Source: an optimization exercise on an open RTL-to-GDS flow (aim: small area). Production flows keep margins and buffers that such runs may drop.
RTL that was checked went through simulation tests only; none was proved equivalent to the original.
The RTL of runs 1 and 2 was laid out without a check of its function.
Power is estimated from default activity; no workload was simulated.

$ cat flow/design.v
`timescale 1ns/1ps
package prize_pkg;
	localparam int GRID_COLS = 10;
	localparam int GRID_ROWS = 7;
	function automatic logic [1:0] level_map(input int layer, input int lvl,
			input int row, input int col);
		logic [1:0] k;
		k = 2'd0;
		if (layer == 0 && lvl == 0) begin
			if (row == 1 && (col == 1 || col == 2 || col == 3)) k = 2'd1;
			if (row == 2 && col == 7) k = 2'd2;
			if (row == 4 && (col == 0 || col == 9)) k = 2'd1;
			if (row == 4 && col == 5) k = 2'd2;
			if (row == 6 && (col == 2 || col == 3)) k = 2'd1;
		end else if (layer == 0 && lvl == 1) begin
			if (row == 0 && col == 9) k = 2'd2;
			if (row == 1) k = 2'd1;
			if (row == 3 && (col == 4 || col == 5)) k = 2'd1;
			if (row == 5 && col == 0) k = 2'd2;
			if (row == 5 && col == 8) k = 2'd1;
		end else if (layer == 1 && lvl == 0) begin
			if (row == 3 && col == 2) k = 2'd1;
			if (row == 4 && col == 5) k = 2'd1;
		end else if (layer == 1 && lvl == 1) begin
			if (row == 2 && col == 6) k = 2'd1;
		end
		level_map = k;
	endfunction
endpackage
`timescale 1ns/1ps
`timescale 1ns/1ps
`timescale 1ns/1ps
`timescale 1ns/1ps
module prize_field (
	input  logic        clk,
	input  logic        resetN,
	input  logic [10:0] pixel_x,
	input  logic [10:0] pixel_y,
	input  logic [10:0] player_x,
	input  logic [10:0] player_y,
	input  logic        prize_hit,
	input  logic        block_hit,
	input  logic [3:0]  hit_edge,
	input  logic        level,
	input  logic        next_level,
	input  logic        player_alive,
	input  logic [9:0]  random_bits,
	output logic        draw,
	output logic [2:0]  prize_kind,
	output logic [10:0] tile_left,
	output logic [10:0] tile_top,
	output logic [1:0]  color_variant
);
	logic rl, nrl, lv, ld0, ld1;
	assign rl  = !resetN || next_level || !player_alive;
	assign nrl = !rl;
	assign lv  = resetN && level;
	assign ld0 = rl && !lv;
	assign ld1 = rl && lv;
	logic lvq;
	always_ff @(posedge clk) lvq <= rl ? lv : lvq;
	logic [9:0] q_col;
	logic [6:0] q_row;
	logic       q_hi;
	logic [6:0] take_row;
	logic [6:0] bump_row;
	always_comb begin
		for (int c = 0; c < 10; c++) q_col[c] = (player_x[9:6] == 4'(c));
		for (int r = 0; r < 7; r++) q_row[r] = (player_y[8:6] == 3'(r));
	end
	assign q_hi = !player_x[10] && (player_y[10:9] == 2'b00);
	assign take_row = {7{prize_hit && nrl && q_hi}} & q_row;
	assign bump_row = {7{block_hit && (hit_edge == 4'b0100) && !prize_hit && nrl && q_hi}} & q_row;
	logic take0_row2;
	assign take0_row2 = take_row[2] && !lvq;
	logic take0_row4;
	assign take0_row4 = take_row[4] && !lvq;
	logic take1_row1;
	assign take1_row1 = take_row[1] && lvq;
	logic l1_0_0;
	always_ff @(posedge clk) l1_0_0 <= (l1_0_0 && nrl) || (bump_row[0] && q_col[0]);
	logic l1_0_1;
	always_ff @(posedge clk) l1_0_1 <= (l1_0_1 && nrl) || (bump_row[0] && q_col[1]);
	logic l1_0_2;
	always_ff @(posedge clk) l1_0_2 <= (l1_0_2 && nrl) || (bump_row[0] && q_col[2]);
	logic l1_0_3;
	always_ff @(posedge clk) l1_0_3 <= (l1_0_3 && nrl) || (bump_row[0] && q_col[3]);
	logic l1_0_4;
	always_ff @(posedge clk) l1_0_4 <= (l1_0_4 && nrl) || (bump_row[0] && q_col[4]);
	logic l1_0_5;
	always_ff @(posedge clk) l1_0_5 <= (l1_0_5 && nrl) || (bump_row[0] && q_col[5]);
	logic l1_0_6;
	always_ff @(posedge clk) l1_0_6 <= (l1_0_6 && nrl) || (bump_row[0] && q_col[6]);
	logic l1_0_7;
	always_ff @(posedge clk) l1_0_7 <= (l1_0_7 && nrl) || (bump_row[0] && q_col[7]);
	logic l1_0_8;
	always_ff @(posedge clk) l1_0_8 <= (l1_0_8 && nrl) || (bump_row[0] && q_col[8]);
	logic l1_0_9;
	always_ff @(posedge clk) l1_0_9 <= (l1_0_9 && nrl) || (bump_row[0] && q_col[9]);
	logic e0_0_9;
	always_ff @(posedge clk) e0_0_9 <= (e0_0_9 && nrl) || (take_row[0] && q_col[9]) || ld0;
	logic l1_1_0;
	always_ff @(posedge clk) l1_1_0 <= (l1_1_0 && nrl) || (bump_row[1] && q_col[0]);
	logic l1_1_1;
	always_ff @(posedge clk) l1_1_1 <= (l1_1_1 && nrl) || (bump_row[1] && q_col[1]);
	logic e0_1_1;
	always_ff @(posedge clk) e0_1_1 <= (e0_1_1 && nrl) || (take_row[1] && q_col[1]);
	logic l1_1_2;
	always_ff @(posedge clk) l1_1_2 <= (l1_1_2 && nrl) || (bump_row[1] && q_col[2]);
	logic e0_1_2;
	always_ff @(posedge clk) e0_1_2 <= (e0_1_2 && nrl) || (take_row[1] && q_col[2]);
	logic l1_1_3;
	always_ff @(posedge clk) l1_1_3 <= (l1_1_3 && nrl) || (bump_row[1] && q_col[3]);
	logic e0_1_3;
	always_ff @(posedge clk) e0_1_3 <= (e0_1_3 && nrl) || (take_row[1] && q_col[3]);
	logic l1_1_4;
	always_ff @(posedge clk) l1_1_4 <= (l1_1_4 && nrl) || (bump_row[1] && q_col[4]);
	logic e0_1_4;
	always_ff @(posedge clk) e0_1_4 <= (e0_1_4 && nrl) || (take_row[1] && q_col[4]) || ld0;
	logic l1_1_5;
	always_ff @(posedge clk) l1_1_5 <= (l1_1_5 && nrl) || (bump_row[1] && q_col[5]);
	logic l1_1_6;
	always_ff @(posedge clk) l1_1_6 <= (l1_1_6 && nrl) || (bump_row[1] && q_col[6]);
	logic e0_1_6;
	always_ff @(posedge clk) e0_1_6 <= (e0_1_6 && nrl) || (take_row[1] && q_col[6]) || ld0;
	logic l1_1_7;
	always_ff @(posedge clk) l1_1_7 <= (l1_1_7 && nrl) || (bump_row[1] && q_col[7]);
	logic l1_1_8;
	always_ff @(posedge clk) l1_1_8 <= (l1_1_8 && nrl) || (bump_row[1] && q_col[8]);
	logic e0_1_8;
	always_ff @(posedge clk) e0_1_8 <= (e0_1_8 && nrl) || (take_row[1] && q_col[8]) || ld0;
	logic l1_1_9;
	always_ff @(posedge clk) l1_1_9 <= (l1_1_9 && nrl) || (bump_row[1] && q_col[9]);
	logic l1_2_0;
	always_ff @(posedge clk) l1_2_0 <= (l1_2_0 && nrl) || (bump_row[2] && q_col[0]);
	logic l1_2_1;
	always_ff @(posedge clk) l1_2_1 <= (l1_2_1 && nrl) || (bump_row[2] && q_col[1]);
	logic l1_2_2;
	always_ff @(posedge clk) l1_2_2 <= (l1_2_2 && nrl) || (bump_row[2] && q_col[2]);
	logic l1_2_3;
	always_ff @(posedge clk) l1_2_3 <= (l1_2_3 && nrl) || (bump_row[2] && q_col[3]);
	logic l1_2_4;
	always_ff @(posedge clk) l1_2_4 <= (l1_2_4 && nrl) || (bump_row[2] && q_col[4]);
	logic l1_2_5;
	always_ff @(posedge clk) l1_2_5 <= (l1_2_5 && nrl) || (bump_row[2] && q_col[5]);
	logic l1_2_6;
	always_ff @(posedge clk) l1_2_6 <= (l1_2_6 && nrl) || (bump_row[2] && q_col[6]) || ld1;
	logic l1_2_7;
	always_ff @(posedge clk) l1_2_7 <= (l1_2_7 && nrl) || (bump_row[2] && q_col[7]);
	logic e0_2_7;
	always_ff @(posedge clk) e0_2_7 <= (e0_2_7 && nrl) || (q_col[7] && (take0_row2 || take1_row1));
	logic l1_2_8;
	always_ff @(posedge clk) l1_2_8 <= (l1_2_8 && nrl) || (bump_row[2] && q_col[8]);
	logic l1_2_9;
	always_ff @(posedge clk) l1_2_9 <= (l1_2_9 && nrl) || (bump_row[2] && q_col[9]);
	logic l1_3_0;
	always_ff @(posedge clk) l1_3_0 <= (l1_3_0 && nrl) || (bump_row[3] && q_col[0]);
	logic l1_3_1;
	always_ff @(posedge clk) l1_3_1 <= (l1_3_1 && nrl) || (bump_row[3] && q_col[1]);
	logic l1_3_2;
	always_ff @(posedge clk) l1_3_2 <= (l1_3_2 && nrl) || (bump_row[3] && q_col[2]) || ld0;
	logic l1_3_3;
	always_ff @(posedge clk) l1_3_3 <= (l1_3_3 && nrl) || (bump_row[3] && q_col[3]);
	logic l1_3_4;
	always_ff @(posedge clk) l1_3_4 <= (l1_3_4 && nrl) || (bump_row[3] && q_col[4]);
	logic e0_3_4;
	always_ff @(posedge clk) e0_3_4 <= (e0_3_4 && nrl) || (take_row[3] && q_col[4]) || ld0;
	logic l1_3_5;
	always_ff @(posedge clk) l1_3_5 <= (l1_3_5 && nrl) || (bump_row[3] && q_col[5]);
	logic e0_3_5;
	always_ff @(posedge clk) e0_3_5 <= (e0_3_5 && nrl) || (take_row[3] && q_col[5]) || ld0;
	logic l1_3_6;
	always_ff @(posedge clk) l1_3_6 <= (l1_3_6 && nrl) || (bump_row[3] && q_col[6]);
	logic l1_3_7;
	always_ff @(posedge clk) l1_3_7 <= (l1_3_7 && nrl) || (bump_row[3] && q_col[7]);
	logic l1_3_8;
	always_ff @(posedge clk) l1_3_8 <= (l1_3_8 && nrl) || (bump_row[3] && q_col[8]);
	logic l1_3_9;
	always_ff @(posedge clk) l1_3_9 <= (l1_3_9 && nrl) || (bump_row[3] && q_col[9]);
	logic l1_4_0;
	always_ff @(posedge clk) l1_4_0 <= (l1_4_0 && nrl) || (bump_row[4] && q_col[0]);
	logic e0_4_0;
	always_ff @(posedge clk) e0_4_0 <= (e0_4_0 && nrl) || (q_col[0] && (take0_row4 || take1_row1));
	logic l1_4_1;
	always_ff @(posedge clk) l1_4_1 <= (l1_4_1 && nrl) || (bump_row[4] && q_col[1]);
	logic l1_4_2;
	always_ff @(posedge clk) l1_4_2 <= (l1_4_2 && nrl) || (bump_row[4] && q_col[2]);
	logic l1_4_3;
	always_ff @(posedge clk) l1_4_3 <= (l1_4_3 && nrl) || (bump_row[4] && q_col[3]);
	logic l1_4_4;
	always_ff @(posedge clk) l1_4_4 <= (l1_4_4 && nrl) || (bump_row[4] && q_col[4]);
	logic l1_4_5;
	always_ff @(posedge clk) l1_4_5 <= (l1_4_5 && nrl) || (bump_row[4] && q_col[5]) || ld0;
	logic e0_4_5;
	always_ff @(posedge clk) e0_4_5 <= (e0_4_5 && nrl) || (q_col[5] && (take0_row4 || take1_row1));
	logic l1_4_6;
	always_ff @(posedge clk) l1_4_6 <= (l1_4_6 && nrl) || (bump_row[4] && q_col[6]);
	logic l1_4_7;
	always_ff @(posedge clk) l1_4_7 <= (l1_4_7 && nrl) || (bump_row[4] && q_col[7]);
	logic l1_4_8;
	always_ff @(posedge clk) l1_4_8 <= (l1_4_8 && nrl) || (bump_row[4] && q_col[8]);
	logic l1_4_9;
	always_ff @(posedge clk) l1_4_9 <= (l1_4_9 && nrl) || (bump_row[4] && q_col[9]);
	logic e0_4_9;
	always_ff @(posedge clk) e0_4_9 <= (e0_4_9 && nrl) || (q_col[9] && (take0_row4 || take1_row1));
	logic l1_5_0;
	always_ff @(posedge clk) l1_5_0 <= (l1_5_0 && nrl) || (bump_row[5] && q_col[0]);
	logic e0_5_0;
	always_ff @(posedge clk) e0_5_0 <= (e0_5_0 && nrl) || (take_row[5] && q_col[0]) || ld0;
	logic l1_5_1;
	always_ff @(posedge clk) l1_5_1 <= (l1_5_1 && nrl) || (bump_row[5] && q_col[1]);
	logic l1_5_2;
	always_ff @(posedge clk) l1_5_2 <= (l1_5_2 && nrl) || (bump_row[5] && q_col[2]);
	logic l1_5_3;
	always_ff @(posedge clk) l1_5_3 <= (l1_5_3 && nrl) || (bump_row[5] && q_col[3]);
	logic l1_5_4;
	always_ff @(posedge clk) l1_5_4 <= (l1_5_4 && nrl) || (bump_row[5] && q_col[4]);
	logic l1_5_5;
	always_ff @(posedge clk) l1_5_5 <= (l1_5_5 && nrl) || (bump_row[5] && q_col[5]);
	logic l1_5_6;
	always_ff @(posedge clk) l1_5_6 <= (l1_5_6 && nrl) || (bump_row[5] && q_col[6]);
	logic l1_5_7;
	always_ff @(posedge clk) l1_5_7 <= (l1_5_7 && nrl) || (bump_row[5] && q_col[7]);
	logic l1_5_8;
	always_ff @(posedge clk) l1_5_8 <= (l1_5_8 && nrl) || (bump_row[5] && q_col[8]);
	logic e0_5_8;
	always_ff @(posedge clk) e0_5_8 <= (e0_5_8 && nrl) || (take_row[5] && q_col[8]) || ld0;
	logic l1_5_9;
	always_ff @(posedge clk) l1_5_9 <= (l1_5_9 && nrl) || (bump_row[5] && q_col[9]);
	logic l1_6_0;
	always_ff @(posedge clk) l1_6_0 <= (l1_6_0 && nrl) || (bump_row[6] && q_col[0]);
	logic l1_6_1;
	always_ff @(posedge clk) l1_6_1 <= (l1_6_1 && nrl) || (bump_row[6] && q_col[1]);
	logic l1_6_2;
	always_ff @(posedge clk) l1_6_2 <= (l1_6_2 && nrl) || (bump_row[6] && q_col[2]);
	logic e0_6_2;
	always_ff @(posedge clk) e0_6_2 <= (e0_6_2 && nrl) || (take_row[6] && q_col[2]) || ld1;
	logic l1_6_3;
	always_ff @(posedge clk) l1_6_3 <= (l1_6_3 && nrl) || (bump_row[6] && q_col[3]);
	logic e0_6_3;
	always_ff @(posedge clk) e0_6_3 <= (e0_6_3 && nrl) || (take_row[6] && q_col[3]) || ld1;
	logic l1_6_4;
	always_ff @(posedge clk) l1_6_4 <= (l1_6_4 && nrl) || (bump_row[6] && q_col[4]);
	logic l1_6_5;
	always_ff @(posedge clk) l1_6_5 <= (l1_6_5 && nrl) || (bump_row[6] && q_col[5]);
	logic l1_6_6;
	always_ff @(posedge clk) l1_6_6 <= (l1_6_6 && nrl) || (bump_row[6] && q_col[6]);
	logic l1_6_7;
	always_ff @(posedge clk) l1_6_7 <= (l1_6_7 && nrl) || (bump_row[6] && q_col[7]);
	logic l1_6_8;
	always_ff @(posedge clk) l1_6_8 <= (l1_6_8 && nrl) || (bump_row[6] && q_col[8]);
	logic l1_6_9;
	always_ff @(posedge clk) l1_6_9 <= (l1_6_9 && nrl) || (bump_row[6] && q_col[9]);
	logic [69:0] t_l1;
	logic [69:0] t_l0;
	assign t_l1[0] = l1_0_0;
	assign t_l0[0] = 1'b0;
	assign t_l1[1] = l1_0_1;
	assign t_l0[1] = 1'b0;
	assign t_l1[2] = l1_0_2;
	assign t_l0[2] = 1'b0;
	assign t_l1[3] = l1_0_3;
	assign t_l0[3] = 1'b0;
	assign t_l1[4] = l1_0_4;
	assign t_l0[4] = 1'b0;
	assign t_l1[5] = l1_0_5;
	assign t_l0[5] = 1'b0;
	assign t_l1[6] = l1_0_6;
	assign t_l0[6] = 1'b0;
	assign t_l1[7] = l1_0_7;
	assign t_l0[7] = 1'b0;
	assign t_l1[8] = l1_0_8;
	assign t_l0[8] = 1'b0;
	assign t_l1[9] = l1_0_9;
	assign t_l0[9] = !e0_0_9;
	assign t_l1[10] = l1_1_0;
	assign t_l0[10] = (!e0_4_0 && lvq);
	assign t_l1[11] = l1_1_1;
	assign t_l0[11] = !e0_1_1;
	assign t_l1[12] = l1_1_2;
	assign t_l0[12] = !e0_1_2;
	assign t_l1[13] = l1_1_3;
	assign t_l0[13] = !e0_1_3;
	assign t_l1[14] = l1_1_4;
	assign t_l0[14] = !e0_1_4;
	assign t_l1[15] = l1_1_5;
	assign t_l0[15] = (!e0_4_5 && lvq);
	assign t_l1[16] = l1_1_6;
	assign t_l0[16] = !e0_1_6;
	assign t_l1[17] = l1_1_7;
	assign t_l0[17] = (!e0_2_7 && lvq);
	assign t_l1[18] = l1_1_8;
	assign t_l0[18] = !e0_1_8;
	assign t_l1[19] = l1_1_9;
	assign t_l0[19] = (!e0_4_9 && lvq);
	assign t_l1[20] = l1_2_0;
	assign t_l0[20] = 1'b0;
	assign t_l1[21] = l1_2_1;
	assign t_l0[21] = 1'b0;
	assign t_l1[22] = l1_2_2;
	assign t_l0[22] = 1'b0;
	assign t_l1[23] = l1_2_3;
	assign t_l0[23] = 1'b0;
	assign t_l1[24] = l1_2_4;
	assign t_l0[24] = 1'b0;
	assign t_l1[25] = l1_2_5;
	assign t_l0[25] = 1'b0;
	assign t_l1[26] = l1_2_6;
	assign t_l0[26] = 1'b0;
	assign t_l1[27] = l1_2_7;
	assign t_l0[27] = (!e0_2_7 && !lvq);
	assign t_l1[28] = l1_2_8;
	assign t_l0[28] = 1'b0;
	assign t_l1[29] = l1_2_9;
	assign t_l0[29] = 1'b0;
	assign t_l1[30] = l1_3_0;
	assign t_l0[30] = 1'b0;
	assign t_l1[31] = l1_3_1;
	assign t_l0[31] = 1'b0;
	assign t_l1[32] = l1_3_2;
	assign t_l0[32] = 1'b0;
	assign t_l1[33] = l1_3_3;
	assign t_l0[33] = 1'b0;
	assign t_l1[34] = l1_3_4;
	assign t_l0[34] = !e0_3_4;
	assign t_l1[35] = l1_3_5;
	assign t_l0[35] = !e0_3_5;
	assign t_l1[36] = l1_3_6;
	assign t_l0[36] = 1'b0;
	assign t_l1[37] = l1_3_7;
	assign t_l0[37] = 1'b0;
	assign t_l1[38] = l1_3_8;
	assign t_l0[38] = 1'b0;
	assign t_l1[39] = l1_3_9;
	assign t_l0[39] = 1'b0;
	assign t_l1[40] = l1_4_0;
	assign t_l0[40] = (!e0_4_0 && !lvq);
	assign t_l1[41] = l1_4_1;
	assign t_l0[41] = 1'b0;
	assign t_l1[42] = l1_4_2;
	assign t_l0[42] = 1'b0;
	assign t_l1[43] = l1_4_3;
	assign t_l0[43] = 1'b0;
	assign t_l1[44] = l1_4_4;
	assign t_l0[44] = 1'b0;
	assign t_l1[45] = l1_4_5;
	assign t_l0[45] = (!e0_4_5 && !lvq);
	assign t_l1[46] = l1_4_6;
	assign t_l0[46] = 1'b0;
	assign t_l1[47] = l1_4_7;
	assign t_l0[47] = 1'b0;
	assign t_l1[48] = l1_4_8;
	assign t_l0[48] = 1'b0;
	assign t_l1[49] = l1_4_9;
	assign t_l0[49] = (!e0_4_9 && !lvq);
	assign t_l1[50] = l1_5_0;
	assign t_l0[50] = !e0_5_0;
	assign t_l1[51] = l1_5_1;
	assign t_l0[51] = 1'b0;
	assign t_l1[52] = l1_5_2;
	assign t_l0[52] = 1'b0;
	assign t_l1[53] = l1_5_3;
	assign t_l0[53] = 1'b0;
	assign t_l1[54] = l1_5_4;
	assign t_l0[54] = 1'b0;
	assign t_l1[55] = l1_5_5;
	assign t_l0[55] = 1'b0;
	assign t_l1[56] = l1_5_6;
	assign t_l0[56] = 1'b0;
	assign t_l1[57] = l1_5_7;
	assign t_l0[57] = 1'b0;
	assign t_l1[58] = l1_5_8;
	assign t_l0[58] = !e0_5_8;
	assign t_l1[59] = l1_5_9;
	assign t_l0[59] = 1'b0;
	assign t_l1[60] = l1_6_0;
	assign t_l0[60] = 1'b0;
	assign t_l1[61] = l1_6_1;
	assign t_l0[61] = 1'b0;
	assign t_l1[62] = l1_6_2;
	assign t_l0[62] = !e0_6_2;
	assign t_l1[63] = l1_6_3;
	assign t_l0[63] = !e0_6_3;
	assign t_l1[64] = l1_6_4;
	assign t_l0[64] = 1'b0;
	assign t_l1[65] = l1_6_5;
	assign t_l0[65] = 1'b0;
	assign t_l1[66] = l1_6_6;
	assign t_l0[66] = 1'b0;
	assign t_l1[67] = l1_6_7;
	assign t_l0[67] = 1'b0;
	assign t_l1[68] = l1_6_8;
	assign t_l0[68] = 1'b0;
	assign t_l1[69] = l1_6_9;
	assign t_l0[69] = 1'b0;
	logic [9:0] p_col;
	logic [6:0] p_row;
	logic [7:0] row_any;
	logic       a_any;
	logic       a_gem_d;
	logic       p_hi;
	assign p_hi = !pixel_x[10] && (pixel_y[10:9] == 2'b00);
	always_comb begin
		for (int c = 0; c < 10; c++) p_col[c] = (pixel_x[9:6] == 4'(c));
		for (int r = 0; r < 7; r++) p_row[r] = (pixel_y[8:6] == 3'(r));
		for (int r = 0; r < 7; r++) row_any[r] = |(t_l1[r*10 +: 10] & p_col) || |(t_l0[r*10 +: 10] & p_col);
		row_any[7] = 1'b0;
	end
	assign a_any = p_hi && row_any[pixel_y[8:6]];
	assign a_gem_d = p_hi && ((p_row[0] && p_col[9] && !e0_0_9) || (p_row[2] && p_col[7] && (!e0_2_7 && !lvq)) || (p_row[4] && p_col[5] && (!e0_4_5 && !lvq)) || (p_row[5] && p_col[0] && !e0_5_0));
	logic [3:0] pc;
	logic [2:0] pr;
	logic [3:0] a_col, b_col, c_col;
	logic [2:0] a_row, b_row, c_row;
	logic       a_gem, b_gem, c_gem;
	logic [1:0] c_cv;
	assign pc = pixel_x[9:6];
	assign pr = pixel_y[8:6];
	always_ff @(posedge clk) begin
		a_col <= {pc[3] | !a_any, pc[2], pc[1] | !a_any, pc[0]};
		a_row <= pr;
		a_gem <= a_gem_d;
		b_col <= a_col;
		b_row <= a_row;
		b_gem <= a_gem;
		c_col <= b_col;
		c_row <= b_row;
		c_gem <= b_gem;
		c_cv  <= {random_bits[b_row], b_col[3] ? random_bits[{3'b100, b_col[0]}] : random_bits[b_col[2:0]]};
	end
	assign draw          = !(c_col[3] && (c_col[2] || c_col[1]));
	assign prize_kind    = {1'b0, c_gem, draw && !c_gem};
	assign tile_left     = {1'b0, c_col, 6'd0};
	assign tile_top      = {2'b00, c_row, 6'd0};
	assign color_variant = c_cv;
endmodule
$ cat flow/flow/run.sh
#!/bin/bash
# The standard layout (standard.sh), with three changes:
#  - synthesis maps the logic with an area-oriented ABC script (synth.tcl,
#    area.abc); flip-flops are mapped as in the standard synthesis;
#  - port buffers are buf_1;
#  - the clock tree uses small clock buffers and no dummy loads.
# Each make step's full log stays under orfs/logs/; the make output as a
# whole goes to make.log here.
set -euo pipefail
here=$(pwd)
# The platform's don't-use cells, and very large cells that timing repair
# would otherwise pick for the one high-fanout net (given on the make command
# line, since ORFS re-runs make for each step without the environment's
# additions to this list).
dont_use="sky130_fd_sc_hd__probe_p_8 sky130_fd_sc_hd__probec_p_8 sky130_fd_sc_hd__lpflow_bleeder_1 sky130_fd_sc_hd__lpflow_clkbufkapwr_1 sky130_fd_sc_hd__lpflow_clkbufkapwr_16 sky130_fd_sc_hd__lpflow_clkbufkapwr_2 sky130_fd_sc_hd__lpflow_clkbufkapwr_4 sky130_fd_sc_hd__lpflow_clkbufkapwr_8 sky130_fd_sc_hd__lpflow_clkinvkapwr_1 sky130_fd_sc_hd__lpflow_clkinvkapwr_16 sky130_fd_sc_hd__lpflow_clkinvkapwr_2 sky130_fd_sc_hd__lpflow_clkinvkapwr_4 sky130_fd_sc_hd__lpflow_clkinvkapwr_8 sky130_fd_sc_hd__lpflow_decapkapwr_12 sky130_fd_sc_hd__lpflow_decapkapwr_3 sky130_fd_sc_hd__lpflow_decapkapwr_4 sky130_fd_sc_hd__lpflow_decapkapwr_6 sky130_fd_sc_hd__lpflow_decapkapwr_8 sky130_fd_sc_hd__lpflow_inputiso0n_1 sky130_fd_sc_hd__lpflow_inputiso0p_1 sky130_fd_sc_hd__lpflow_inputiso1n_1 sky130_fd_sc_hd__lpflow_inputiso1p_1 sky130_fd_sc_hd__lpflow_inputisolatch_1 sky130_fd_sc_hd__lpflow_isobufsrc_1 sky130_fd_sc_hd__lpflow_isobufsrc_16 sky130_fd_sc_hd__lpflow_isobufsrc_2 sky130_fd_sc_hd__lpflow_isobufsrc_4 sky130_fd_sc_hd__lpflow_isobufsrc_8 sky130_fd_sc_hd__lpflow_isobufsrckapwr_16 sky130_fd_sc_hd__lpflow_lsbuf_lh_hl_isowell_tap_1 sky130_fd_sc_hd__lpflow_lsbuf_lh_hl_isowell_tap_2 sky130_fd_sc_hd__lpflow_lsbuf_lh_hl_isowell_tap_4 sky130_fd_sc_hd__lpflow_lsbuf_lh_isowell_4 sky130_fd_sc_hd__lpflow_lsbuf_lh_isowell_tap_1 sky130_fd_sc_hd__lpflow_lsbuf_lh_isowell_tap_2 sky130_fd_sc_hd__lpflow_lsbuf_lh_isowell_tap_4 sky130_fd_sc_hd__buf_12 sky130_fd_sc_hd__buf_16 sky130_fd_sc_hd__buf_6 sky130_fd_sc_hd__buf_8 sky130_fd_sc_hd__bufbuf_16 sky130_fd_sc_hd__bufbuf_8 sky130_fd_sc_hd__bufinv_16 sky130_fd_sc_hd__bufinv_8 sky130_fd_sc_hd__clkbuf_16 sky130_fd_sc_hd__clkbuf_8 sky130_fd_sc_hd__clkinv_16 sky130_fd_sc_hd__clkinv_8 sky130_fd_sc_hd__ebufn_8 sky130_fd_sc_hd__einvn_8 sky130_fd_sc_hd__einvp_8 sky130_fd_sc_hd__inv_12 sky130_fd_sc_hd__inv_16 sky130_fd_sc_hd__inv_6 sky130_fd_sc_hd__inv_8 sky130_fd_sc_hd__mux2_8 sky130_fd_sc_hd__nand2_8 sky130_fd_sc_hd__nor2_8"
export SYNTH_INSBUF=0
export AREA_ABC_SCRIPT=$here/flow/area.abc
export BUFFER_PORTS_ARGS="-buffer_cell sky130_fd_sc_hd__buf_1"
export CTS_ARGS="-sink_clustering_enable -repair_clock_nets -dont_use_dummy_load -buf_list {sky130_fd_sc_hd__clkbuf_2 sky130_fd_sc_hd__clkbuf_4}"
bash standard.sh SYNTH_SCRIPT=$here/flow/synth.tcl SKIP_REPAIR_TIE_FANOUT=1 DONT_USE_CELLS="$dont_use" finish > make.log 2>&1
$ cat flow/flow/area.abc
strash
dc2
&get -n
&dch -f
&nf -a -R 1000
&put
$ cat flow/flow/synth.tcl
# synth_recipe.tcl (the standard synthesis) with one change: ABC maps the
# logic for area with an area-recovering script, and only with the
# smallest drive strength of each cell (placement and timing repair
# resize where needed). Flip-flops are mapped before ABC runs, as before.
proc synth {args} { yosys synth -nofsm -noshare {*}$args }
proc abc {args} {
  set out {}
  set skip 0
  foreach a $args {
    if {$skip} { set skip 0; continue }
    if {$a eq "-script"} {
      set skip 1
      continue
    }
    lappend out $a
  }
  foreach p {_2 _3 _4 _6 _8 _12 _16} { lappend out -dont_use "*$p" }
  yosys abc -script $::env(AREA_ABC_SCRIPT) {*}$out
}
source $::env(SCRIPTS_DIR)/synth.tcl
# left out here: clear keep_hierarchy, flatten, clean up, hide names made inside functions, write 1_2_yosys.v
$ cat flow/standard.sh
#!/bin/bash
# synth_recipe.tcl (not shown) runs the flow's synth.tcl, then flattens the netlist and writes it again
# the make line also repeats each setting of config.mk as NAME=value (left out here)
make -C /OpenROAD-flow-scripts/flow DESIGN_CONFIG=/design/flow/config.mk WORK_HOME=/design/flow/orfs CLKGATE_MAP_FILE= SYNTH_SCRIPT=/design/flow/synth_recipe.tcl "${@:-finish}"
$ cat flow/config.mk
export PLATFORM = sky130hd
export DESIGN_NAME = prize_field
export DESIGN_NICKNAME = prize_field
export VERILOG_FILES = /design/flow/design.v
export SDC_FILE = /design/flow/constraint.sdc
export NUM_CORES = 4
export LEC_CHECK = 0
export CAP_MARGIN = 10
export CORE_MARGIN = 2
export CORE_UTILIZATION = 55
export GPL_TIMING_DRIVEN = 0
export SLEW_MARGIN = 10
$ cat flow/constraint.sdc
create_clock -name core_clock -period 5.0 [get_ports {clk}]
set_input_delay 1.0000 -clock core_clock [delete_from_list [all_inputs] [get_ports {clk}]]
set_output_delay 1.0000 -clock core_clock [all_outputs]
set_load 0.01 [all_outputs]
==> results.txt, run 1 <==
total global routing track utilization=29.0%; starting DRC count in detailed routing=290; starting density of the core=57.0%; number of top-level design ports=93; number of rows created at floorplan=31; minimum clock period=3.59 ns; simple logic cell fraction of the synthesized area=13.3%; layout cells sized above 1=7.68%; data required time at the worst endpoint=5.42 ns; cell depth of the worst hold path=0; number of endpoints with negative hold slack in the final report=0; largest voltage drop on the vdd net=0.208 mV; maximum operating frequency=279 MHz; total number of vias=3543; unrepaired setup endpoints after global routing=false; Post-Synth XOR/XNOR Area=0%; capture instance of the worst register-to-register path=a_col[3]; area added between synthesis and finish=13.3%; worst setup path startpoint=resetN; combinational share of power=7.5%; area enclosed by the die boundary=0.00822 mm^2; type of the tightest min-delay check=reg -> reg; ant diodes=0; Worst R2R Start=lvq; busiest layer in global routing=met2; most used cells in the layout excluding fill and tap cells=dfxtp_1 (113), a22o_1 (72), buf_1 (52); number of enable flip-flop cells after synthesis=1; Main synth FF type=dfxtp_1; share of flip-flops with an asynchronous set or reset=0%; share of synthesized area spent on multiplexers=2.63%; area fraction in compound gates after synthesis=27.7%; switching share of power=24.3%; share of synthesized cell area in full adder, half adder and majority cells=0%; critical setup path kind=in -> reg; sequential fraction of the synthesis area=55.5%; transition time at the pin with the least slew margin=1.27 ns; area inside the core boundary=0.00725 mm^2; global routing usage on met2=46.7%; capturing element type of the critical path=register; largest net degree at the start of global routing=35; drt wl/cell=20.6 um; number of buffers created by CTS=17; outcome=finished clean; maximum fanout count along the critical path=33; met3 Use GR=6.18%; Ys Warns=1; most frequent standard cell in the layout excluding fill and tap cells=dfxtp_1; number of antenna violations at the first check in global routing=0; number of global-route vias before repair=3394; part of the power in the clock network=29.1%; Slew Viols, Final=0; delay of the slowest critical-path stage=0.50 ns; kind of cell adding the most delay to the critical path=simple AND/OR/NAND/NOR gates; data arrival time of the worst path=4.01 ns; power density over the cells=316 mW/mm^2; Die X-Extent=90.7 um; hold_buf cts=0; R2R Setup Slk=2.84 ns; internal cell power=1.12 mW; Yosys reg bits=114; Avg Synthesized Cell Area=10.9 um^2; buffer and inverter count on the worst path=3; Startpoint Class=input pin; cells resized by post-CTS repair=0; remaining antenna violation count=0; wire length of the first global-routing pass=18.1 mm; hold worst-path end=b_gem; DRT Wirelength=11.4 mm; final critical-path share of the clock period=71.8%; post-detailed-placement half-perimeter wirelength=7.82 mm; root buf cell=clkbuf_4; max-cap check violation count=0; largest family of logic cells by synthesized area=compound AO/OA/AOI/OAI gates; count of port buffers added during placement=52; net count after synthesis=444; TNS Setup=0 ns; M1 GR Usage=38.0%; total number of clock tree sinks=114; Synth cell types=34; via density per instance=6.38; clock tree from TritonCTS=done; post-route core utilization=64.6%; Die H=90.7 um; cell chain of the critical path=buf_1 > nand2_1 > nor2_4 > buf_4 > clkinv_1 > nor4_1 > nand2_1 > nor2_1 > nor2b_1 > nor2_1 > a22o_1; number of instances in the synthesized netlist=379; Lkg Pwr=1.68 nW; Syn Std Cell Area=0.00413 mm^2; clock latency (worst-skew pair)=0.49 ns; worst min-delay path startpoint=a_gem; Worst Reg2Reg Path Length in Cells=9; standard cell with the maximum stage delay on the critical path=nor2_1; nets@finish=523; final setup violation count=0; worst-case headroom to the max-slew limit=14.7%; Routability Congestion=0.843; clock-pin transition on the worst setup and hold timing paths=0.09 ns; gr ovfl total=0; Switch Pwr=360 uW; Max clock buf depth=2; drt drc=0; detailed-router iteration count before antenna repair=6; share of power burned in registers=63.4%; post-CTS repair timing setup buffer count=0; worst clock skew=0.0193 ns; # H-tree levels=4
-- metal layers --
layer | routed length, um | vias to the layer above
met2 | 5400 | 125
met1 | 5150 | 1735
li1 | - | 1665
met5 | 0 | -
met3 | 662 | 18
met4 | 194 | 0
-- synth_stat cells (all sizes together), types with 2 or more instances --
| cell | number | area share (%) |
|---|---|---|
| and3 | 3 | 0.45 |
| nand2b | 14 | 2.1 |
| nand2 | 18 | 1.6 |
| a221oi | 2 | 0.42 |
| nand3 | 4 | 0.48 |
| mux4 | 3 | 1.9 |
| nor3 | 17 | 2.1 |
| nor4b | 2 | 0.42 |
| nor2b | 6 | 0.91 |
| or3 | 2 | 0.30 |
| a21oi | 4 | 0.48 |
| and2 | 2 | 0.30 |
| dfxtp | 113 | 55 |
| mux2i | 3 | 0.73 |
| nand4 | 6 | 0.91 |
| o21ai | 22 | 2.7 |
| a221o | 12 | 2.9 |
| a22o | 72 | 15 |
| nor2 | 26 | 2.4 |
| nor4 | 4 | 0.61 |
| a222oi | 9 | 2.2 |
| a22oi | 12 | 2.2 |
| clkinv | 9 | 0.82 |
| a211oi | 2 | 0.36 |
| nand3b | 3 | 0.54 |
-- registers in the layout (all words and copies together), names as in the netlist, 2 cells and up --
register,flops
a_col,4
b_col,4
c_cv,2
a_row,3
c_row,3
c_col,4
b_row,3
-- final cells by class --
cell class	instances	area, um^2
fillers	631	2570
inverters	9	33.8
multi-input cells	256	1860
flip-flops and latches	114	2290
repair buffers	60	243
clock buffers	17	128
well taps	99	124
-- worst max-delay path by stage --
stage,slack [ns],to,cells after the start
floorplan,0.76,l1_2_6,7
global placement,-0.71,l1_2_6,8
detailed placement,0.95,e0_4_9,11
CTS,1.47,e0_4_9,11
global route,1.07,e0_4_9,11
finish,1.41,e0_4_9,11
-- per-stage QoR --
step / area (um^2) / power, mW / setup slack, ns / hold WS (ns) / cells
after global placement: 4460 / 1.06 / -0.705 / 0.311 / 530
after detailed placement: 4560 / 1.07 / 0.952 / 0.312 / 538
after global routing: 4680 / 1.54 / 1.07 / 0.323 / 555
after floorplan: 4140 / 1.02 / 0.765 / 0.310 / 379
final: 4680 / 1.48 / 1.41 / 0.319 / 555
after CTS: 4680 / 1.49 / 1.47 / 0.318 / 555
-- worst register-to-register path: stages, from the launching register on --
cell and delay (ns):
edfxtp_1 0.51, nor2b_1 0.19, o21ai_0 0.14, nand4_1 0.12, a2111oi_0 0.47, nand4_1 0.22
o21ai_0 0.13, a21oi_1 0.06, nor2_1 0.14, or3_1 0.13
-- kinds of logic after synthesis --
group           count (synthesis)
compound gates                141
flops                         114
buf+inv                         9
other cells                     1
simple gates                  108
mux                             6
-- power groups by stage --
stage	Sequential (mW)	Clock, mW	Combinational [mW]
6_report	0.938	0.430	0.111
4_1_cts	0.938	0.440	0.110
3_5_place_dp	0.959	0	0.110
5_1_grt	0.941	0.479	0.121
3_3_place_gp	0.958	0	0.103
2_1_floorplan	0.958	0	0.0580
==> run 2: changes to the inputs <==
--- a/flow/config.mk
+++ b/flow/config.mk
@@ -7,3 +7,3 @@
 export LEC_CHECK = 0
-export CAP_MARGIN = 10
+export CAP_MARGIN = 0
 export CORE_MARGIN = 2
@@ -11,2 +11,2 @@
 export GPL_TIMING_DRIVEN = 0
-export SLEW_MARGIN = 10
+export SLEW_MARGIN = 0
==> results.txt, run 2 <==
data arrival time of the worst path=4.04 ns (was 4.01 ns); Worst R2R Start=lvq (unchanged); Startpoint Class=input pin (unchanged); cell type contributing the most total cell area after synthesis=dfxtp_1 (unchanged); total number of clock tree sinks=114 (unchanged); Worst Reg2Reg Path Length in Cells=9 (unchanged); starting DRC count in detailed routing=365 (was 290); Hold Slack=0.312 ns (was 0.319 ns); Slew Viols, Final=0 (unchanged); Routability Congestion=0.843 (unchanged); data required time at the worst endpoint=5.43 ns (was 5.42 ns); cell chain of the critical path=buf_1 > nand2_1 > nor2_4 > buf_4 > clkinv_1 > nor4_1 > nand2_1 > nor2_1 > nor2b_1 > nor2_1 > a22o_1 (unchanged); Cell Count Post-Placement=536 (was 538); largest net degree at the start of global routing=35 (unchanged); unrepaired setup endpoints after global routing=false (unchanged); biggest registers after layout=a_col: 4 flops, b_col: 4 flops, c_col: 4 flops (unchanged); max-cap check violation count=0 (unchanged); combinational share of power=7.4% (was 7.5%); maximum operating frequency=277 MHz (was 279 MHz); final setup violation count=0 (unchanged); Ys Warns=1 (unchanged); total number of vias=3579 (was 3543); Avg Synthesized Cell Area=10.9 um^2 (unchanged); number of instances in the synthesized netlist=379 (unchanged); kind of cell adding the most delay to the critical path=simple AND/OR/NAND/NOR gates (unchanged); transition time at the pin with the least slew margin=1.35 ns (was 1.27 ns); internal cell power=1.12 mW (about the same); cell types occupying the most area after synthesis=dfxtp_1 (55%), a22o_1 (15%), a221o_1 (2.9%) (unchanged); gr ovfl total=0 (unchanged); Main synth FF type=dfxtp_1 (unchanged); Die X-Extent=90.7 um (unchanged); clock latency (worst-skew pair)=0.51 ns (was 0.49 ns); share of power burned in registers=63.3% (was 63.4%); Yosys reg bits=114 (unchanged); delay of the slowest critical-path stage=0.49 ns (was 0.50 ns); area inside the core boundary=0.00725 mm^2 (unchanged); top cells by instance count after synthesis=dfxtp_1 (113), a22o_1 (72), nor2_1 (26) (unchanged); post-detailed-placement half-perimeter wirelength=7.74 mm (was 7.82 mm); share of Yosys cell area claimed by the top area cell type=54.7% (unchanged); drt drc=0 (unchanged); post-CTS repair timing setup buffer count=0 (unchanged); buffer and inverter count on the worst path=3 (unchanged); final critical-path share of the clock period=72.1% (was 71.8%); Cell Count, Final, Fillers Out=554 (was 555); logic depth of the worst path, buffers included=11 (unchanged); outcome=finished clean (unchanged); number of enable flip-flop cells after synthesis=1 (unchanged); type of the tightest min-delay check=reg -> reg (unchanged); maximum fanout count along the critical path=33 (unchanged); power density over the cells=318 mW/mm^2 (was 316 mW/mm^2); clock tree from TritonCTS=done (unchanged); starting density of the core=57.0% (unchanged); count of port buffers added during placement=52 (unchanged); Worst setup endpoint=e0_4_9 (unchanged); drt wl/cell=20.7 um (was 20.6 um); area enclosed by the die boundary=0.00822 mm^2 (unchanged); remaining antenna violation count=0 (unchanged); root buf cell=clkbuf_4 (unchanged); capturing element type of the critical path=register (unchanged); capture instance of the worst register-to-register path=a_col[3] (unchanged); clock-pin transition on the worst setup and hold timing paths=0.09 ns (about the same); number of rows created at floorplan=31 (unchanged); most used cells in the layout excluding fill and tap cells=dfxtp_1 (113), a22o_1 (72), buf_1 (52) (unchanged); number of buffers created by CTS=17 (unchanged); detailed-router iteration count before antenna repair=5 (was 6); Switch Pwr=364 uW (was 360 uW); cells resized by post-CTS repair=0 (unchanged); DRT Wirelength=11.5 mm (was 11.4 mm); R2R Setup Slk=2.90 ns (was 2.84 ns); via density per instance=6.46 (was 6.38); share of flip-flops with an asynchronous set or reset=0% (unchanged); minimum clock period=3.61 ns (was 3.59 ns); switching share of power=24.5% (was 24.3%); Synth cell types=34 (unchanged); number of global-route vias before repair=3411 (was 3394); worst setup path startpoint=resetN (unchanged); nets@finish=522 (was 523); hold_buf cts=0 (unchanged); part of the power in the clock network=29.3% (was 29.1%); Lkg Pwr=1.67 nW (was 1.68 nW); number of top-level design ports=93 (unchanged); Die H=90.7 um (unchanged); number of endpoints with negative hold slack in the final report=0 (unchanged); standard cell with the maximum stage delay on the critical path=nor4_1 (was nor2_1); Max clock buf depth=2 (unchanged); critical setup path kind=in -> reg (unchanged); total global routing track utilization=29.4% (was 29.0%); TNS Setup=0 ns (unchanged); number of antenna violations at the first check in global routing=0 (unchanged); Total Power Consumption=1.48 mW (about the same); most frequent standard cell in the layout excluding fill and tap cells=dfxtp_1 (unchanged); net count after synthesis=444 (unchanged); layout cells sized above 1=7.03% (was 7.68%); ant diodes=0 (unchanged); worst-case headroom to the max-slew limit=9.11% (was 14.7%); # H-tree levels=4 (unchanged); area added between synthesis and finish=12.9% (was 13.3%); cell with the most instances after synthesis=dfxtp_1 (unchanged); Syn Std Cell Area=0.00413 mm^2 (unchanged); worst clock skew=0.0153 ns (was 0.0193 ns); largest voltage drop on the vdd net=0.272 mV (was 0.208 mV); wire length of the first global-routing pass=18.3 mm (was 18.1 mm); sequential fraction of the synthesis area=55.5% (unchanged)
==> run 2: final cells by class <==
cell class	count	area (um^2)
clock buffer	17	128
multi-input combinational	256	1850
timing repair buffer	59	235
sequential	114	2290
inverter	9	33.8
fill	631	2590
tap	99	124
==> run 2: power by group through the flow <==
stage	Sequential, mW	Clock, mW	Combinational [mW]
floorplan	0.958	0	0.0580
global placement	0.958	0	0.103
detailed placement	0.959	0	0.109
CTS	0.938	0.442	0.109
global route	0.941	0.483	0.121
finish	0.938	0.434	0.110
==> run 2: worst min-delay path by stage <==
stage	start	to	slack, ns	cells past startpoint
2_1_floorplan	a_col[0]	b_col[0]	0.31	0
3_3_place_gp	a_col[0]	b_col[0]	0.31	0
3_5_place_dp	a_row[1]	b_row[1]	0.31	0
4_1_cts	a_row[2]	b_row[2]	0.31	0
5_1_grt	a_row[2]	b_row[2]	0.32	0
6_report	a_row[2]	b_row[2]	0.31	0
==> run 2: metal layers <==
layer	vias up	part of all wire [%]	GRT usage, %
met1	1704	43	38.6
met5	-	0	0
li1	1662	-	-
met4	0	3.1	13.5
met2	178	46	45.8
met3	35	8.5	7.10
==> run 2: through the flow <==
stage               cell area (um^2)  utilization, %  setup WS, ns
detailed placement              4530            62.5         0.949
global route                    4670            64.3          1.06
CTS                             4660            64.3          1.48
finish                          4670            64.3          1.39
floorplan                       4140               -         0.765
global placement                4460            61.5        -0.705
==> run 2: cell families (layout without fill, tap and decap cells) <==
logic type | count (synthesis) | count (layout) | share of synthesized area (%)
flip-flops | 114 | 114 | 55.5
buffers and inverters | 9 | 85 | 0.817
multiplexers | 6 | 6 | 2.63
AND/OR/NAND/NOR | 108 | 108 | 13.3
other | 1 | 1 | 0.0907
AO/OA/AOI/OAI | 141 | 141 | 27.7
==> run 2: worst reg2reg max path: cells and delay by family, from the launching register on <==
kind / cells / cell delay (ns)
compound gates: 4 / 0.75
flops: 1 / 0.52
simple gates: 5 / 0.76
==> run 3: changes to the inputs <==
--- a/flow/design.v
+++ b/flow/design.v
@@ -77,2 +77,4 @@
 	assign take0_row4 = take_row[4] && !lvq;
+	logic take0_row6;
+	assign take0_row6 = take_row[6] && !lvq;
 	logic take1_row1;
@@ -117,4 +119,2 @@
 	always_ff @(posedge clk) l1_1_4 <= (l1_1_4 && nrl) || (bump_row[1] && q_col[4]);
-	logic e0_1_4;
-	always_ff @(posedge clk) e0_1_4 <= (e0_1_4 && nrl) || (take_row[1] && q_col[4]) || ld0;
 	logic l1_1_5;
@@ -123,4 +123,2 @@
 	always_ff @(posedge clk) l1_1_6 <= (l1_1_6 && nrl) || (bump_row[1] && q_col[6]);
-	logic e0_1_6;
-	always_ff @(posedge clk) e0_1_6 <= (e0_1_6 && nrl) || (take_row[1] && q_col[6]) || ld0;
 	logic l1_1_7;
@@ -236,3 +234,3 @@
 	logic e0_6_2;
-	always_ff @(posedge clk) e0_6_2 <= (e0_6_2 && nrl) || (take_row[6] && q_col[2]) || ld1;
+	always_ff @(posedge clk) e0_6_2 <= (e0_6_2 && nrl) || (take0_row6 && q_col[2]) || (take1_row1 && q_col[4]);
 	logic l1_6_3;
@@ -240,3 +238,3 @@
 	logic e0_6_3;
-	always_ff @(posedge clk) e0_6_3 <= (e0_6_3 && nrl) || (take_row[6] && q_col[3]) || ld1;
+	always_ff @(posedge clk) e0_6_3 <= (e0_6_3 && nrl) || (take0_row6 && q_col[3]) || (take1_row1 && q_col[6]);
 	logic l1_6_4;
@@ -284,3 +282,3 @@
 	assign t_l1[14] = l1_1_4;
-	assign t_l0[14] = !e0_1_4;
+	assign t_l0[14] = (!e0_6_2 && lvq);
 	assign t_l1[15] = l1_1_5;
@@ -288,3 +286,3 @@
 	assign t_l1[16] = l1_1_6;
-	assign t_l0[16] = !e0_1_6;
+	assign t_l0[16] = (!e0_6_3 && lvq);
 	assign t_l1[17] = l1_1_7;
@@ -380,5 +378,5 @@
 	assign t_l1[62] = l1_6_2;
-	assign t_l0[62] = !e0_6_2;
+	assign t_l0[62] = (!e0_6_2 && !lvq);
 	assign t_l1[63] = l1_6_3;
-	assign t_l0[63] = !e0_6_3;
+	assign t_l0[63] = (!e0_6_3 && !lvq);
 	assign t_l1[64] = l1_6_4;
--- a/flow/flow/run.sh
+++ b/flow/flow/run.sh
@@ -18,3 +18,3 @@
 export BUFFER_PORTS_ARGS="-buffer_cell sky130_fd_sc_hd__buf_1"
-export CTS_ARGS="-sink_clustering_enable -repair_clock_nets -dont_use_dummy_load -buf_list {sky130_fd_sc_hd__clkbuf_2 sky130_fd_sc_hd__clkbuf_4}"
+export CTS_ARGS="-sink_clustering_enable -repair_clock_nets -dont_use_dummy_load -buf_list {sky130_fd_sc_hd__clkbuf_8}"
 bash standard.sh SYNTH_SCRIPT=$here/flow/synth.tcl SKIP_REPAIR_TIE_FANOUT=1 DONT_USE_CELLS="$dont_use" finish > make.log 2>&1
==> results.txt, run 3 <==
net count after synthesis=446 (was 444); Lkg Pwr=1.62 nW (was 1.67 nW); number of buffers created by CTS=9 (was 17); via density per instance=6.59 (was 6.46); area enclosed by the die boundary=0.00817 mm^2 (was 0.00822 mm^2); maximum fanout count along the critical path=9 (was 33); Synth cell types=37 (was 34); area inside the core boundary=0.00725 mm^2 (unchanged); transition time at the pin with the least slew margin=1.51 ns (was 1.35 ns); DRT Wirelength=11.7 mm (was 11.5 mm); Syn Std Cell Area=0.00411 mm^2 (was 0.00413 mm^2); drt drc=0 (unchanged); layout cells sized above 1=5.16% (was 7.03%); cell types occupying the most area after synthesis=dfxtp_1 (54%), a22o_1 (16%), o21ai_0 (2.2%) (was dfxtp_1 (55%), a22o_1 (15%), a221o_1 (2.9%)); detailed-router iteration count before antenna repair=5 (unchanged); cell area after layout=0.00463 mm^2 (was 0.00467 mm^2); clock tree from TritonCTS=done (unchanged); minimum clock period=3.87 ns (was 3.61 ns); number of enable flip-flop cells after synthesis=1 (unchanged); outcome=complete, but fails checks (was finished clean); type of the tightest min-delay check=reg -> reg (unchanged); Die X-Extent=90.4 um (was 90.7 um); number of top-level design ports=93 (unchanged); number of endpoints with negative hold slack in the final report=0 (unchanged); # H-tree levels=3 (was 4); data required time at the worst endpoint=5.25 ns (was 5.43 ns); starting DRC count in detailed routing=389 (was 365); data arrival time of the worst path=4.12 ns (was 4.04 ns); cell type contributing the most total cell area after synthesis=dfxtp_1 (unchanged); Main synth FF type=dfxtp_1 (unchanged); Ys Warns=1 (unchanged); number of antenna violations at the first check in global routing=0 (unchanged); total global routing track utilization=29.9% (was 29.4%); critical setup path kind=in -> reg (unchanged); cells resized by post-CTS repair=0 (unchanged); largest net degree at the start of global routing=45 (was 35); drt wl/cell=21.5 um (was 20.7 um); Total Power Consumption=1.45 mW (was 1.48 mW); gr ovfl total=0 (unchanged); nets@finish=513 (was 522); largest voltage drop on the vdd net=0.188 mV (was 0.272 mV); hold_buf cts=0 (unchanged); number of instances in the synthesized netlist=381 (was 379); Avg Synthesized Cell Area=10.8 um^2 (was 10.9 um^2); most frequent standard cell in the layout excluding fill and tap cells=dfxtp_1 (unchanged); ant diodes=0 (unchanged); total number of clock tree sinks=112 (was 114); number of rows created at floorplan=31 (unchanged); remaining antenna violation count=0 (unchanged); Max clock buf depth=2 (unchanged); power density over the cells=313 mW/mm^2 (was 318 mW/mm^2); TNS Setup=0 ns (unchanged); final setup violation count=0 (unchanged); worst clock skew=0.0264 ns (was 0.0153 ns); Startpoint Class=input pin (unchanged); max-cap check violation count=1 (was 0); most used cells in the layout excluding fill and tap cells=dfxtp_1 (111), a22o_1 (73), buf_1 (52) (was dfxtp_1 (113), a22o_1 (72), buf_1 (52)); total number of vias=3590 (was 3579); unrepaired setup endpoints after global routing=false (unchanged); post-CTS repair timing setup buffer count=0 (unchanged); causes of the layout check failure=max-capacitance violations, max-slew violations; share of Yosys cell area claimed by the top area cell type=54.1% (was 54.7%); post-detailed-placement half-perimeter wirelength=7.91 mm (was 7.74 mm); wire length of the first global-routing pass=18.6 mm (was 18.3 mm); sequential fraction of the synthesis area=54.8% (was 55.5%); Slew Viols, Final=8 (was 0); cell with the most instances after synthesis=dfxtp_1 (unchanged); share of flip-flops with an asynchronous set or reset=0% (unchanged); worst-case headroom to the max-slew limit=-1.35% (was 9.11%); number of global-route vias before repair=3511 (was 3411); Routability Congestion=0.886 (was 0.843); Yosys reg bits=112 (was 114); capturing element type of the critical path=register (unchanged); clock-pin transition on the worst setup and hold timing paths=0.09 ns (about the same); clock latency (worst-skew pair)=0.37 ns (was 0.51 ns); maximum operating frequency=258 MHz (was 277 MHz); count of port buffers added during placement=52 (unchanged); area added between synthesis and finish=12.8% (was 12.9%); top cells by instance count after synthesis=dfxtp_1 (111), a22o_1 (73), nor2_1 (23) (was dfxtp_1 (113), a22o_1 (72), nor2_1 (26)); final critical-path share of the clock period=77.5% (was 72.1%); root buf cell=clkbuf_8 (was clkbuf_4); dpl cell area=0.00451 mm^2 (was 0.00453 mm^2); starting density of the core=56.6% (was 57.0%); Die H=90.4 um (was 90.7 um); biggest registers after layout=a_col: 4 flops, b_col: 4 flops, c_col: 4 flops (unchanged)
==> run 3: cell types whose count changed in the layout (fill, tap and decap cells not counted), sizes merged, moves of 6 or more <==
cell    delta
a221o      -6
a21oi      +6
a221oi     +7
clkbuf     -9
==> run 3: kinds of logic (layout without fill, tap and decap cells) <==
| family | after synthesis | after routing | synth area share (%) |
|---|---|---|---|
| AO/OA/AOI/OAI | 148 | 148 | 28.5 |
| buffers and inverters | 9 | 74 | 0.823 |
| flip-flops | 112 | 112 | 54.8 |
| multiplexers | 5 | 5 | 2.41 |
| other | 1 | 1 | 0.0913 |
| AND/OR/NAND/NOR | 106 | 106 | 13.4 |
==> run 3: cell type report <==
| cell class | instances | area [um^2] |
|---|---|---|
| Fill cell | 627 | 2620 |
| Clock buffer | 9 | 124 |
| Multi-Input combinational cell | 260 | 1880 |
| Inverter | 9 | 33.8 |
| Timing Repair Buffer | 56 | 220 |
| Tap cell | 99 | 124 |
| Sequential cell | 112 | 2250 |
==> run 3: power breakdown <==
part | switching, mW | internal, mW | total (mW) | leakage, nW
clock network | 0.261 | 0.162 | 0.423 | 0.0647
logic | 0.0743 | 0.0336 | 0.108 | 0.636
registers | 0.00923 | 0.909 | 0.918 | 0.915
==> run 3: metal layers <==
layer  global-route usage [%]  part of all wire [%]
met1                     37.8                    41
met2                     49.4                    46
met3                     5.76                    10
met4                     13.8                   2.8
met5                        0                     0
==> run 3: path summary, 6_finish.rpt <==
check / from / to / slack (ns) / cells after the start
max: pixel_x[9] / a_col[1] / 1.13 / 11
min: a_col[1] / b_col[1] / 0.32 / 0
max reg2reg: lvq / a_col[1] / 2.93 / 5
min reg2reg: a_col[1] / b_col[1] / 0.32 / 0
==> run 3: stage by stage <==
step                cells  util (%)  hold slack [ns]  setup WS (ns)
floorplan             381         -            0.310          0.483
global placement      532      61.0            0.310          -1.16
detailed placement    536      62.2            0.312          0.875
CTS                   545      63.9            0.314           1.25
global route          545      63.9            0.311           1.00
finish                545      63.9            0.322           1.13
==> run 3: worst max-delay path, cell delays in order <==
cell and delay (ns):
buf_1 0.30, nand2b_1 0.17, nor3_1 1.06, clkinv_1 0.36, o22ai_1 0.27, a221oi_1 0.08
nand4_1 0.18, nor3_1 0.07, a31oi_1 0.16, a21oi_1 0.11, or3_1 0.36
==> run 4: changes to the inputs <==
--- a/flow/config.mk
+++ b/flow/config.mk
@@ -7,3 +7,3 @@
 export LEC_CHECK = 0
-export CAP_MARGIN = 0
+export CAP_MARGIN = 10
 export CORE_MARGIN = 2
@@ -11,2 +11,2 @@
 export GPL_TIMING_DRIVEN = 0
-export SLEW_MARGIN = 0
+export SLEW_MARGIN = 10
==> results.txt, run 4 <==
Syn Std Cell Area=0.00411 mm^2 (unchanged); Main synth FF type=dfxtp_1 (unchanged); cells resized by post-CTS repair=0 (unchanged); biggest registers after layout=a_col: 4 flops, b_col: 4 flops, c_col: 4 flops (unchanged); minimum clock period=3.49 ns (was 3.87 ns); transition time at the pin with the least slew margin=1.35 ns (was 1.51 ns); Cell Count Post-Placement=540 (was 536); worst-case headroom to the max-slew limit=9.29% (was -1.35%); final critical-path share of the clock period=69.9% (was 77.5%); post-route core utilization=64.4% (was 63.9%); Routability Congestion=0.886 (unchanged); capturing element type of the critical path=register (unchanged); Avg Synthesized Cell Area=10.8 um^2 (unchanged); critical setup path kind=in -> reg (unchanged); data arrival time of the worst path=3.74 ns (was 4.12 ns); net count after synthesis=446 (unchanged); Yosys reg bits=112 (unchanged); unrepaired setup endpoints after global routing=false (unchanged); gr ovfl total=0 (unchanged); # H-tree levels=3 (unchanged); most frequent standard cell in the layout excluding fill and tap cells=dfxtp_1 (unchanged); DRT Wirelength=12.1 mm (was 11.7 mm); number of enable flip-flop cells after synthesis=1 (unchanged); Lkg Pwr=1.64 nW (was 1.62 nW); number of endpoints with negative hold slack in the final report=0 (unchanged); total number of vias=3679 (was 3590); top cells by instance count after synthesis=dfxtp_1 (111), a22o_1 (73), nor2_1 (23) (unchanged); drt drc=0 (unchanged); Die H=90.4 um (unchanged); Total Power Consumption=1.45 mW (about the same); maximum operating frequency=286 MHz (was 258 MHz); clock latency (worst-skew pair)=0.37 ns (about the same); area inside the core boundary=0.00725 mm^2 (unchanged); nets@finish=517 (was 513); Ys Warns=1 (unchanged); most used cells in the layout excluding fill and tap cells=dfxtp_1 (111), a22o_1 (73), buf_1 (52) (unchanged); power density over the cells=311 mW/mm^2 (was 313 mW/mm^2); Max clock buf depth=2 (unchanged); count of port buffers added during placement=52 (unchanged); wire length of the first global-routing pass=18.8 mm (was 18.6 mm); cell types occupying the most area after synthesis=dfxtp_1 (54%), a22o_1 (16%), o21ai_0 (2.2%) (unchanged); via density per instance=6.70 (was 6.59); number of instances in the synthesized netlist=381 (unchanged); number of antenna violations at the first check in global routing=0 (unchanged); share of flip-flops with an asynchronous set or reset=0% (unchanged); number of global-route vias before repair=3570 (was 3511); number of buffers created by CTS=9 (unchanged); cell with the most instances after synthesis=dfxtp_1 (unchanged); maximum fanout count along the critical path=9 (unchanged); hold_buf cts=0 (unchanged); layout cells sized above 1=6.89% (was 5.16%); Die X-Extent=90.4 um (unchanged); drt wl/cell=22.1 um (was 21.5 um); Hold Slack=0.314 ns (was 0.322 ns); sequential fraction of the synthesis area=54.8% (unchanged); worst clock skew=0.0172 ns (was 0.0264 ns); area added between synthesis and finish=13.8% (was 12.8%); remaining antenna violation count=0 (unchanged); final setup violation count=0 (unchanged); post-detailed-placement half-perimeter wirelength=8.18 mm (was 7.91 mm); Synth cell types=37 (unchanged); share of Yosys cell area claimed by the top area cell type=54.1% (unchanged); cell type contributing the most total cell area after synthesis=dfxtp_1 (unchanged); data required time at the worst endpoint=5.25 ns (about the same); Slew Viols, Final=0 (was 8); clock tree from TritonCTS=done (unchanged); total number of clock tree sinks=112 (unchanged); Startpoint Class=input pin (unchanged); largest net degree at the start of global routing=38 (was 45); Cell Count, Final, Fillers Out=549 (was 545); post-CTS repair timing setup buffer count=0 (unchanged); outcome=finished clean (was complete, but fails checks); cell area after layout=0.00467 mm^2 (was 0.00463 mm^2); detailed-router iteration count before antenna repair=6 (was 5); root buf cell=clkbuf_8 (unchanged); starting DRC count in detailed routing=313 (was 389); type of the tightest min-delay check=reg -> reg (unchanged); number of top-level design ports=93 (unchanged); largest voltage drop on the vdd net=0.204 mV (was 0.188 mV); dpl cell area=0.00455 mm^2 (was 0.00451 mm^2); total global routing track utilization=30.1% (was 29.9%); number of rows created at floorplan=31 (unchanged); clock-pin transition on the worst setup and hold timing paths=0.10 ns (was 0.09 ns); area enclosed by the die boundary=0.00817 mm^2 (unchanged); ant diodes=0 (unchanged); max-cap check violation count=0 (was 1); starting density of the core=56.6% (unchanged)
==> run 4: cell counts after synthesis <==
Identical to the previous run, type by type.
==> run 4: path summary, 6_finish.rpt <==
| check | slack, ns | cells after the start | endpoint | from |
|---|---|---|---|---|
| setup reg to reg | 2.94 | 5 | a_col[1] | lvq |
| hold / removal | 0.31 | 0 | b_row[1] | a_row[1] |
| setup / recovery | 1.51 | 10 | a_col[1] | pixel_x[8] |
| hold reg to reg | 0.31 | 0 | b_row[1] | a_row[1] |
==> run 4: logic make-up (layout without fill, tap and decap cells) <==
logic type             Yosys count  after routing  synth area share, %
AO/OA/AOI/OAI                  148            148                 28.5
buffers and inverters            9             78                0.823
flip-flops                     112            112                 54.8
multiplexers                     5              5                 2.41
other                            1              1               0.0913
AND/OR/NAND/NOR                106            106                 13.4
==> run 4: layout make-up <==
class	count	area, um^2
fill	625	2580
sequential	112	2250
multi-input combinational	260	1900
timing repair buffer	60	243
clock buffer	9	124
tap	99	124
inverter	9	33.8
==> run 4: worst max-delay path, cell delays in order <==
cell	delay, ns
buf_1	0.31
nand2b_1	0.25
nor3_2	0.71
o21ai_0	0.23
nand4_1	0.15
a221oi_1	0.05
and3_1	0.28
o21ai_0	0.26
a21oi_1	0.14
or3_1	0.35
==> run 4: through the flow <==
| step | setup WS, ns | TNS [ns] |
|---|---|---|
| after floorplan | 0.483 | 0 |
| after global placement | -1.16 | -48.12 |
| after detailed placement | 0.838 | 0 |
| after CTS | 1.21 | 0 |
| after global routing | 1.40 | 0 |
| final | 1.51 | 0 |
==> run 4: power by group <==
part           internal [mW]  total, mW  leakage, nW  switching, mW
clock network          0.162      0.425       0.0647          0.262
registers              0.909      0.918        0.915        0.00958
logic                 0.0345      0.111        0.663         0.0763
==> run 4: layer usage <==
metal	vias up	global-route usage [%]	part of all wire, %
li1	1652	-	-
met1	1746	36.7	40
met2	231	50.0	47
met3	50	7.76	9.0
met4	0	14.0	4.1
met5	-	0	0
==> run 5: changes to the inputs <==
--- a/flow/config.mk
+++ b/flow/config.mk
@@ -11,2 +11,3 @@
 export GPL_TIMING_DRIVEN = 0
+export PLACE_DENSITY = 0.9
 export SLEW_MARGIN = 10
==> results.txt, run 5 <==
outcome=finished clean (unchanged); worst clock skew=0.0198 ns (was 0.0172 ns); most used cells in the layout excluding fill and tap cells=dfxtp_1 (111), a22o_1 (73), buf_1 (52) (unchanged); Switch Pwr=346 uW (was 348 uW); TNS Setup=0 ns (unchanged); combinational share of power=7.4% (was 7.6%); capturing element type of the critical path=register (unchanged); Seq. cell area=0.00225 mm^2 (unchanged); number of instances in the synthesized netlist=381 (unchanged); worst setup path startpoint=pixel_x[6] (was pixel_x[8]); number of global-route vias before repair=3429 (was 3570); area inside the core boundary=0.00725 mm^2 (unchanged); internal cell power=1.10 mW (was 1.11 mW); count of port buffers added during placement=52 (unchanged); root buf cell=clkbuf_8 (unchanged); data arrival time of the worst path=3.94 ns (was 3.74 ns); number of buffers created by CTS=9 (unchanged); Worst R2R Start=lvq (unchanged); number of rows created at floorplan=31 (unchanged); met3 wirelength from detailed routing=1.34 mm (was 1.10 mm); worst-case headroom to the max-slew limit=11.1% (was 9.29%); Hold Slack=0.321 ns (was 0.314 ns); total number of clock tree sinks=112 (unchanged); data required time at the worst endpoint=5.27 ns (was 5.25 ns); share of Yosys cell area claimed by the top area cell type=54.1% (unchanged); most frequent standard cell in the layout excluding fill and tap cells=dfxtp_1 (unchanged); Syn Std Cell Area=0.00411 mm^2 (unchanged); amount of wire on met2 after detailed routing=5.11 mm (was 5.70 mm); clock latency (worst-skew pair)=0.37 ns (about the same); cell type contributing the most total cell area after synthesis=dfxtp_1 (unchanged); dpl cell area=0.00450 mm^2 (was 0.00455 mm^2); minimum clock period=3.68 ns (was 3.49 ns); number of antenna violations at the first check in global routing=0 (unchanged); detailed-router iteration count before antenna repair=7 (was 6); starting density of the core=56.6% (unchanged); Lkg Pwr=1.62 nW (was 1.64 nW); sequential fraction of the synthesis area=54.8% (unchanged); Slew Viols, Final=0 (unchanged); highest metal layer with signal wires=met4 (unchanged); nets@finish=514 (was 517); share of power burned in registers=63.3% (was 63.2%); gr ovfl total=0 (unchanged); critical setup path kind=in -> reg (unchanged); drt wl/cell=20.7 um (was 22.1 um); sum of routed wire segments on met1=4.49 mm (was 4.84 mm); post-CTS repair timing setup buffer count=0 (unchanged); number of endpoints with negative hold slack in the final report=0 (unchanged); wire length of the first global-routing pass=17.7 mm (was 18.8 mm); unrepaired setup endpoints after global routing=false (unchanged); ant diodes=0 (unchanged); area added between synthesis and finish=13.1% (was 13.8%); maximum fanout count along the critical path=7 (was 9); R2R Setup Slk=2.99 ns (was 2.94 ns); starting DRC count in detailed routing=550 (was 313); Yosys reg bits=112 (unchanged); Synth cell types=37 (unchanged); number of top-level design ports=93 (unchanged); post-detailed-placement half-perimeter wirelength=7.47 mm (was 8.18 mm); Startpoint Class=input pin (unchanged); DRT Wirelength=11.3 mm (was 12.1 mm); hold_buf cts=0 (unchanged); area enclosed by the die boundary=0.00817 mm^2 (unchanged); cell area after layout=0.00464 mm^2 (was 0.00467 mm^2); cell with the most instances after synthesis=dfxtp_1 (unchanged); Routability Congestion=1.01 (was 0.886); Multi-input gate area=0.00189 mm^2 (was 0.00190 mm^2); cell types occupying the most area after synthesis=dfxtp_1 (54%), a22o_1 (16%), o21ai_0 (2.2%) (unchanged); Ys Warns=1 (unchanged); layout cells sized above 1=5.82% (was 6.89%); largest voltage drop on the vdd net=0.231 mV (was 0.204 mV); Worst Reg2Reg Path Length in Cells=5 (unchanged)
[run 5: cells by family after synthesis]
family          Yosys count  share of synthesized area [%]
compound gates          148                           28.5
flops                   112                           54.8
simple gates            106                           13.4
buf+inv                   9                          0.823
mux                       5                           2.41
other cells               1                         0.0913
[run 5: power groups by stage]
| stage | sequential, mW | clock (mW) | combinational [mW] |
|---|---|---|---|
| final | 0.918 | 0.424 | 0.108 |
| after global routing | 0.920 | 0.462 | 0.115 |
| after CTS | 0.918 | 0.424 | 0.103 |
| after detailed placement | 0.939 | 0 | 0.103 |
| after global placement | 0.938 | 0 | 0.0959 |
| after floorplan | 0.938 | 0 | 0.0544 |
[run 5: metal layers]
layer	vias to the layer above	track usage (%)
met5	-	0
met4	0	12.2
met3	39	8.51
met2	288	43.1
met1	1757	35.9
li1	1644	-
[run 5: worst max-delay path, cell delays in order]
cell and delay, ns:
buf_1 0.29, nand2b_1 0.24, nor3_1 1.01, a221oi_1 0.23
o21ai_0 0.22, a221oi_1 0.08, a31o_1 0.30, a21oi_1 0.16
o21ai_0 0.09, or3_1 0.31
[run 5: worst min path at each step]
stage                     cells after the start  startpoint  slack, ns        to
final                                         0    a_col[2]       0.32  b_col[2]
after global placement                        0    a_col[3]       0.31  b_col[3]
after floorplan                               0    a_col[0]       0.31  b_col[0]
after detailed placement                      0       b_gem       0.31     c_gem
after CTS                                     0    a_col[2]       0.32  b_col[2]
after global routing                          0    a_col[2]       0.33  b_col[2]
[run 5: cell type report]
| cell class | count | area share, % |
|---|---|---|
| Sequential cell | 112 | 48.5 |
| Multi-Input combinational cell | 260 | 40.7 |
| Timing Repair Buffer | 57 | 4.80 |
| Clock buffer | 9 | 2.67 |
| Tap cell | 99 | 2.67 |
| Inverter | 9 | 0.727 |
[run 5: stage by stage]
stage | cells | utilization (%) | setup WS [ns]
floorplan | 381 | - | 0.483
global placement | 532 | 61.0 | -1.08
detailed placement | 536 | 62.0 | 0.965
CTS | 545 | 63.8 | 1.33
global route | 546 | 64.0 | 1.22
finish | 546 | 64.0 | 1.32

separate check: timing with driven ports:
No port has a modelled driver above. Below, the same layouts with a new extraction and two added sets of constraints.
Step 1 assumes that a clkbuf_16 drives the clock port and a buf_2 every other input.
Step 2 times the ports against the registers' clock, not the clock port: input delays grow and output delays shrink by t, the midpoint of the rising clock arrivals with the driver on.
a / b / c = ideal / step 1 / step 2; a / b = the first two.
run	t (ns)	setup WS [ns]	worst hold slack (ns)	worst setup path after step 2
run 1	0.507	1.410 / 1.419 / 0.912	0.319 / 0.319 / 0.319	input to register
run 2	0.528	1.393 / 1.404 / 0.877	0.312 / 0.312 / 0.312	input to register
run 3	0.395	1.127 / 1.140 / 0.745	0.322 / 0.322 / 0.322	input to register
run 4	0.396	1.506 / 1.518 / 1.122	0.314 / 0.314 / 0.314	input to register
run 5	0.394	1.322 / 1.321 / 0.927	0.321 / 0.321 / 0.321	input to register
For run 2, which loses most, drivers alone change the setup slack by +0.011 ns; drivers and shift together by -0.516 ns.
